Source: an optimization exercise on an open RTL-to-GDS flow (aim: small area). Production flows keep margins and buffers that such runs may drop.
Function was checked by simulation only, so behaviour that the tests miss may differ from the original.
Power figures rest on the tool's default switching activity, not on a simulated workload. The clock port is modelled as an ideal driver; clocking choices that lean on that would not hold on a real chip.

## register_file
module register_file
(
   input  logic      clk,
   input  logic      rst,
   input  regfile_pkg::reg_addr_t rs,
   input  regfile_pkg::reg_addr_t ra,
   input  regfile_pkg::reg_addr_t we,
   input  regfile_pkg::reg_data_t writeData,
   input  logic      write,
   output regfile_pkg::reg_data_t readDatars,
   output regfile_pkg::reg_data_t readDatara
);
export LEC_CHECK = 0
export CAP_MARGIN = 20
export CELL_PAD_IN_SITES_DETAIL_PLACEMENT = 1
export CELL_PAD_IN_SITES_GLOBAL_PLACEMENT = 1
export CORE_MARGIN = 2
export CORE_UTILIZATION = 38
export GPL_TIMING_DRIVEN = 0
export SLEW_MARGIN = 20
export SYNTH_HIERARCHICAL = 1
export SYNTH_MINIMUM_KEEP_SIZE = 0
create_clock -name core_clock -period 6.0 [get_ports {clk}]
standard.sh (not shown) runs the stock make flow with config.mk's settings and CLKGATE_MAP_FILE= SYNTH_SCRIPT=/design/flow/synth_recipe.tcl, a recipe that flattens the netlist after the stock synthesis.
==> flow/flow/run.sh <==
#!/bin/bash
# Own layout flow: the standard layout (standard.sh, with its standard synthesis,
# floorplan, power grid and tap cells) with three changes:
#  - the port buffers are buf_2 cells instead of the slow delay buffer buffer_ports picks;
#  - the clock tree clusters up to 30 sinks within 120 um and inserts no dummy loads;
#  - the resizer may change a cell's footprint when it upsizes a weak driver.
# make's output goes to flow_make.log; ORFS writes each step's full log under orfs/logs/.
set -euo pipefail
bash standard.sh finish \
  "BUFFER_PORTS_ARGS=-buffer_cell sky130_fd_sc_hd__buf_2" \
  "CTS_ARGS=-sink_clustering_enable -repair_clock_nets -dont_use_dummy_load -sink_clustering_size 30 -sink_clustering_max_diameter 120" \
  MATCH_CELL_FOOTPRINT=0 > flow_make.log 2>&1
Then changed:
- CELL_PAD_IN_SITES_DETAIL_PLACEMENT: 1 -> unset
- CELL_PAD_IN_SITES_GLOBAL_PLACEMENT: 1 -> unset
- CORE_UTILIZATION: 38 -> 45
- CTS_CLUSTER_DIAMETER: unset -> 120
- CTS_CLUSTER_SIZE: unset -> 30
After rerunning: Design area decreases by about 0.8%. Cell count decreases by 4.8%. Via count increases by 0.83%. Count of clock-buffer cells in the layout stays the same. Non-clock buffer count decreases by 1. Worst setup slack is better by 0.042 ns. Sequential power is about the same. First-iteration DRC count increases by about 40%.


The RTL this note starts from:
==> flow/design.v <==
package regfile_pkg;
   localparam int DATA_W   = 32;
   localparam int ADDR_W   = 5;
   localparam int NUM_REGS = 2 ** ADDR_W;
   typedef logic [ADDR_W-1:0] reg_addr_t;
   typedef logic [DATA_W-1:0] reg_data_t;
   localparam reg_addr_t ZERO_REG = 5'd0;
endpackage
module regfile_aoi222
(
   input  logic [2:0] s,
   input  logic [2:0] x,
   output logic       y
);
   assign y = ~|(s & x);
endmodule
module regfile_read_bit
(
   input  logic [regfile_pkg::NUM_REGS-1:1] sel,
   input  logic [regfile_pkg::NUM_REGS-1:1] d,
   output logic q
);
   logic [10:0] y;
   for (genvar g = 0; g < 10; g++) begin : grp
      regfile_aoi222 aoi (.s(sel[3*g+3:3*g+1]), .x(d[3*g+3:3*g+1]), .y(y[g]));
   end
   assign y[10] = ~(sel[31] & d[31]);
   assign q = ~&y;
endmodule
module regfile_and3
(
   input  logic a,
   input  logic b,
   input  logic c,
   output logic y
);
   assign y = a & b & c;
endmodule
module regfile_read_dec
(
   input  logic [3:0] lo,
   input  logic [7:0] hi,
   input  logic [regfile_pkg::NUM_REGS-1:1] valid,
   output logic [regfile_pkg::NUM_REGS-1:1] sel
);
   for (genvar i = 1; i < regfile_pkg::NUM_REGS; i++) begin : row
      regfile_and3 a (.a(lo[i % 4]), .b(hi[i / 4]), .c(valid[i]), .y(sel[i]));
   end
endmodule
module regfile_read_port
(
   input  regfile_pkg::reg_addr_t addr,
   input  logic [regfile_pkg::NUM_REGS-1:1][regfile_pkg::DATA_W-1:0] regs,
   input  logic [regfile_pkg::NUM_REGS-1:1] valid,
   output regfile_pkg::reg_data_t data
);
   localparam int HALF = regfile_pkg::DATA_W / 2;
   logic [1:0][regfile_pkg::NUM_REGS-1:1] sel;
   logic [3:0] lo;
   logic [7:0] hi;
   always_comb begin
      for (int j = 0; j < 4; j++) lo[j] = (addr[1:0] == j[1:0]);
      for (int k = 0; k < 8; k++) hi[k] = (addr[4:2] == k[2:0]);
   end
   for (genvar h = 0; h < 2; h++) begin : half
      regfile_read_dec dec (.lo(lo), .hi(hi), .valid(valid), .sel(sel[h]));
   end
   for (genvar b = 0; b < regfile_pkg::DATA_W; b++) begin : bit_
      logic [regfile_pkg::NUM_REGS-1:1] d;
      for (genvar i = 1; i < regfile_pkg::NUM_REGS; i++) begin : reg_
         assign d[i] = regs[i][b];
      end
      regfile_read_bit rb (.sel(sel[b / HALF]), .d(d), .q(data[b]));
   end
endmodule
module regfile_hold
(
   input  logic en,
   input  logic enb,
   input  logic wd,
   input  logic q,
   output logic d
);
   assign d = (en & wd) | (enb & q);
endmodule
module regfile_and2
(
   input  logic a,
   input  logic b,
   output logic y
);
   assign y = a & b;
endmodule
module regfile_nand2
(
   input  logic a,
   input  logic b,
   output logic y
);
   assign y = ~(a & b);
endmodule
module regfile_write_dec
(
   input  logic [3:0] lo,
   input  logic [7:0] hi,
   output logic [regfile_pkg::NUM_REGS-1:1] wen,
   output logic [regfile_pkg::NUM_REGS-1:1] wenb
);
   for (genvar i = 1; i < regfile_pkg::NUM_REGS; i++) begin : row
      regfile_and2  a (.a(lo[i % 4]), .b(hi[i / 4]), .y(wen[i]));
      regfile_nand2 n (.a(lo[i % 4]), .b(hi[i / 4]), .y(wenb[i]));
   end
endmodule
module register_file
(
   input  logic      clk,
   input  logic      rst,
   input  regfile_pkg::reg_addr_t rs,
   input  regfile_pkg::reg_addr_t ra,
   input  regfile_pkg::reg_addr_t we,
   input  regfile_pkg::reg_data_t writeData,
   input  logic      write,
   output regfile_pkg::reg_data_t readDatars,
   output regfile_pkg::reg_data_t readDatara
);
   localparam int HALF = regfile_pkg::DATA_W / 2;
   logic [regfile_pkg::NUM_REGS-1:1][regfile_pkg::DATA_W-1:0] regs;
   logic [regfile_pkg::NUM_REGS-1:1][regfile_pkg::DATA_W-1:0] regs_d;
   logic [regfile_pkg::NUM_REGS-1:1] valid;
   logic [1:0][regfile_pkg::NUM_REGS-1:1] wen;
   logic [1:0][regfile_pkg::NUM_REGS-1:1] wenb;
   logic [3:0] wlo;
   logic [7:0] whi;
   always_comb begin
      for (int j = 0; j < 4; j++) wlo[j] = write && (we[1:0] == j[1:0]);
      for (int k = 0; k < 8; k++) whi[k] = (we[4:2] == k[2:0]);
   end
   for (genvar h = 0; h < 2; h++) begin : half
      regfile_write_dec dec (.lo(wlo), .hi(whi), .wen(wen[h]), .wenb(wenb[h]));
   end
   always_ff @(posedge clk or negedge rst)
      if (!rst) valid <= '0;
      else valid <= valid | wen[0];
   for (genvar i = 1; i < regfile_pkg::NUM_REGS; i++) begin : row
      for (genvar b = 0; b < regfile_pkg::DATA_W; b++) begin : col
         regfile_hold h (.en(wen[b / HALF][i]), .enb(wenb[b / HALF][i]), .wd(writeData[b]),
                         .q(regs[i][b]), .d(regs_d[i][b]));
      end
   end
   always_ff @(posedge clk) regs <= regs_d;
   regfile_read_port portRs (.addr(rs), .regs(regs), .valid(valid), .data(readDatars));
   regfile_read_port portRa (.addr(ra), .regs(regs), .valid(valid), .data(readDatara));
endmodule
clock: 6.0 ns
lec_check: 0
cap_margin: 20
cell_pad_in_sites_detail_placement: 1
cell_pad_in_sites_global_placement: 1
core_margin: 2
core_utilization: 38
gpl_timing_driven: 0
slew_margin: 20
synth_hierarchical: 1
synth_minimum_keep_size: 0
==> flow/flow/run.sh <==
#!/bin/bash
# Own layout flow: the standard layout (standard.sh, with its standard synthesis,
# floorplan, power grid and tap cells) with three changes:
#  - the port buffers are buf_1 cells instead of the slow delay buffer buffer_ports picks;
#  - the clock tree clusters up to 28 sinks within 120 um and inserts no dummy loads;
#  - the resizer may change a cell's footprint when it upsizes a weak driver.
# make's output goes to flow_make.log; ORFS writes each step's full log under orfs/logs/.
set -euo pipefail
bash standard.sh finish \
  "BUFFER_PORTS_ARGS=-buffer_cell sky130_fd_sc_hd__buf_1" \
  "CTS_ARGS=-sink_clustering_enable -repair_clock_nets -dont_use_dummy_load -sink_clustering_size 28 -sink_clustering_max_diameter 120" \
  MATCH_CELL_FOOTPRINT=0 > flow_make.log 2>&1
The baseline passed the timing, DRC and antenna checks.
Edit:
--- a/flow/flow/run.sh
+++ b/flow/flow/run.sh
@@ -4 +4 @@
-#  - the port buffers are buf_1 cells instead of the slow delay buffer buffer_ports picks;
+#  - the port buffers are buf_2 cells instead of the slow delay buffer buffer_ports picks;
@@ -10 +10 @@
-  "BUFFER_PORTS_ARGS=-buffer_cell sky130_fd_sc_hd__buf_1" \
+  "BUFFER_PORTS_ARGS=-buffer_cell sky130_fd_sc_hd__buf_2" \
After rerunning: Combinational power barely changes. Wire length came out lower by 0.78%. Area after synthesis does not change.

-- port drivers added, routing unchanged --
In the flow no input, the clock included, has a driving cell. The finished layouts below were timed again as built, in two steps.
Step 1: set_driving_cell puts a clkbuf_16 on clk and a buf_2 on each other input, an assumption about the parent block.
Step 2 also shifts input and output timing later by t, the mid clock arrival at the registers, as if the neighbouring blocks saw the same clock.
Slacks: ideal ports / drivers / drivers and shift; pairs: ideal ports / drivers.
| run | t, ns | setup slack, ns | worst setup path after step 2 | worst register clock-pin slew, ns |
|---|---|---|---|---|
| the first run of note 1 | 0.742 | 0.416 / 0.292 / 0.292 | input to output | 0.12 / 0.12 |
| the second run of note 1 | 0.699 | 0.458 / 0.337 / 0.337 | input to output | 0.12 / 0.12 |
| the first run of note 2 | 0.728 | 0.382 / 0.224 / 0.224 | input to output | 0.12 / 0.12 |
| the second run of note 2 | 0.703 | 0.379 / 0.270 / 0.270 | input to output | 0.12 / 0.12 |
After both steps setup and hold are still met in every run listed. The setup slack of the first run of note 2, which loses most, moves by -0.158 ns with the drivers and by -0.158 ns with both steps.
